Source: an optimization exercise on an open RTL-to-GDS flow (aim: small area). Production flows keep margins and buffers that such runs may drop. RTL that was checked went through simulation tests only; none was proved equivalent to the original.

## run 1
Design window_clipped_box_coverage_core, start of the top module:
module window_clipped_box_coverage_core #(
  parameter int MAX_DIM   = wcbc_pkg::MAX_DIM_DEF,
  parameter int AREA_BITS = wcbc_pkg::AREA_BITS_DEF
) (
  input  logic                  clk,
  input  logic                  rst_n,
  input  logic                  in_valid,
  input  logic [77:0]           in_item,
  output logic                  in_stall,
  output logic                  out_valid,
  output logic [80:0]           out_item,
  input  logic                  out_stall,
  input  logic                  cfg_psel,
  input  logic                  cfg_penable,
  input  logic                  cfg_pwrite,
  input  logic [wcbc_pkg::CFG_ADDR_W-1:0] cfg_paddr,
  input  logic [wcbc_pkg::CFG_DATA_W-1:0] cfg_pwdata,
  output logic [wcbc_pkg::CFG_DATA_W-1:0] cfg_prdata,
  output logic                  cfg_pready
);
Size: ~880 cells after synthesis, roughly 0.0097 mm² of cells after synthesis.
export LEC_CHECK = 0
export ABC_AREA = 1
export CAP_MARGIN = 20
export CORE_MARGIN = 2
export CORE_UTILIZATION = 60
export CTS_BUF_LIST = sky130_fd_sc_hd__clkbuf_8
export CTS_CLUSTER_DIAMETER = 60
export CTS_CLUSTER_SIZE = 20
export SLEW_MARGIN = 20
create_clock -name core_clock -period 10.0 [get_ports {clk}]
standard.sh (not shown) runs the stock make flow with config.mk's settings and CLKGATE_MAP_FILE= SYNTH_SCRIPT=/design/flow/synth_recipe.tcl, a recipe that flattens the netlist after the stock synthesis.
==> flow/flow/run.sh <==
#!/bin/bash
# Layout flow: the standard ORFS flow (standard.sh) with these changes:
#  - after the standard synthesis, its combinational gates are re-mapped with a
#    stronger ABC script (flow/reopt.tcl); the flip-flops stay exactly as the
#    standard synthesis made them (same cells, names and connections);
#  - every input and output port still gets its own buffer, but the smallest
#    one (buf_1) instead of the default clkdlybuf4s50_1;
#  - the clock tree is built from clkbuf_4 cells without dummy loads;
#  - the constant outputs share one tie cell each for 0 and 1 (no tie fanout repair).
# Logs: synth.log, reopt.log (with reopt_before.txt/reopt_after.txt area
# reports) and standard.log here; each ORFS step's own log is in orfs/logs/.
set -euo pipefail
export BUFFER_PORTS_ARGS="-buffer_cell sky130_fd_sc_hd__buf_1"
export SKIP_REPAIR_TIE_FANOUT=1
export CTS_ARGS="-sink_clustering_enable -repair_clock_nets -dont_use_dummy_load -buf_list sky130_fd_sc_hd__clkbuf_4 -sink_clustering_size 10 -sink_clustering_max_diameter 40"
res=orfs/results/$FLOW_PLATFORM/window_clipped_box_coverage_core/base
bash standard.sh synth > synth.log 2>&1
yosys -c flow/reopt.tcl > reopt.log 2>&1
rm -f "$res/1_synth.odb" "$res/1_synth.sdc"
bash standard.sh > standard.log 2>&1
Other scripts of this flow, unchanged in this note and not shown: flow/flow/reopt.tcl
Run 1 | stages: all done | timing, DRC, antenna: all pass
> inputs changed (run 1 -> run 2)
--- a/flow/design.v
+++ b/flow/design.v
@@ -145,17 +145,17 @@
     klt = ~h | lt5(mm, x);
   endfunction
   logic [39:0] s_r;
   logic [15:0] c_r;
   logic [23:0] q_r;
   logic [24:0] r_r;
   logic [24:0] a_r;
   logic [49:0] w_r;
-  logic        ov_r, fs;
+  logic        ov_r, fs_r;
   logic        cy_r;            
   logic        bb_r;            
   logic        gl_r, lr_r;      
   logic        hit_r;           
   logic        sk_r;            
   logic        sub_r;           
   logic        dly_r;
   logic [12:0] iw, ih, wc, hc, bw, bh;
@@ -504,16 +504,16 @@
         if (!hi && lt5(m, 5'd16)) bb_r <= (c_r[0] ^ ctb) ? c_r[0] : (~k0 & bb_r);
         if (hi && lt5(m, 5'd24)) begin
           if (m == 5'd0) gl_r <= 1'b0;
           if ((m == 5'd0 || !gl_r) && (q_r[23] ^ atb)) begin
             gl_r <= 1'b1;
             lr_r <= q_r[23];
           end
         end
+        if (pe) fs_r <= (gl_r ? lr_r : sk_r) & bb_r;
       end
       default: ;
     endcase
   end
   assign out_valid = ov_r;
-  assign fs        = (gl_r ? lr_r : sk_r) & bb_r;
-  assign out_item  = {fs, c_r, s_r, q_r};
+  assign out_item  = {fs_r, c_r, s_r, q_r};
 endmodule
[summary]
- Diff run 2..run 1 | final hold violation count | unchanged
- Synthesized area per cell: run 2 vs run 1 down about 0.9%
- Relative area change from synthesis to final layout was higher in run 2 than in run 1.
- In the tables for run 2 and run 1, layout clock buffer count reads lower with run 1.
- Compared with run 1, detailed route wirelength on metal3 in run 2 decreased by a few percent.
For run 2, only the layout was checked, not whether the RTL still works.

==> afterwards: timing with drivers on the ports <==
The flow's constraints put no driver on any port. The routed layouts listed below were extracted and timed again, unchanged, in two steps. Step 1, drivers: a clkbuf_16 drives clk and a buf_2 each remaining input, both assumed. Step 2, shift: input delay + t, output delay - t, t = (earliest + latest rising clock arrival at the registers) / 2. This alone moves slack from input paths to output paths. a / b / c = ideal / step 1 / step 2; a / b = the first two.
run | t, ns | slack for setup (ns) | clock arrival spread, ns | slew at the worst register clock pin (ns) | cell pins on the clock port's net
run 1 | 0.621 | 4.195 / 4.195 / 3.949 | 0.100 / 0.099 | 0.10 / 0.10 | 1
run 2 | 0.623 | 4.790 / 4.762 / 4.762 | 0.090 / 0.090 | 0.11 / 0.11 | 1
After both steps every run listed still meets setup and hold. For run 1, which loses most, drivers alone change the setup slack by 0.000 ns; drivers and shift together by -0.246 ns.
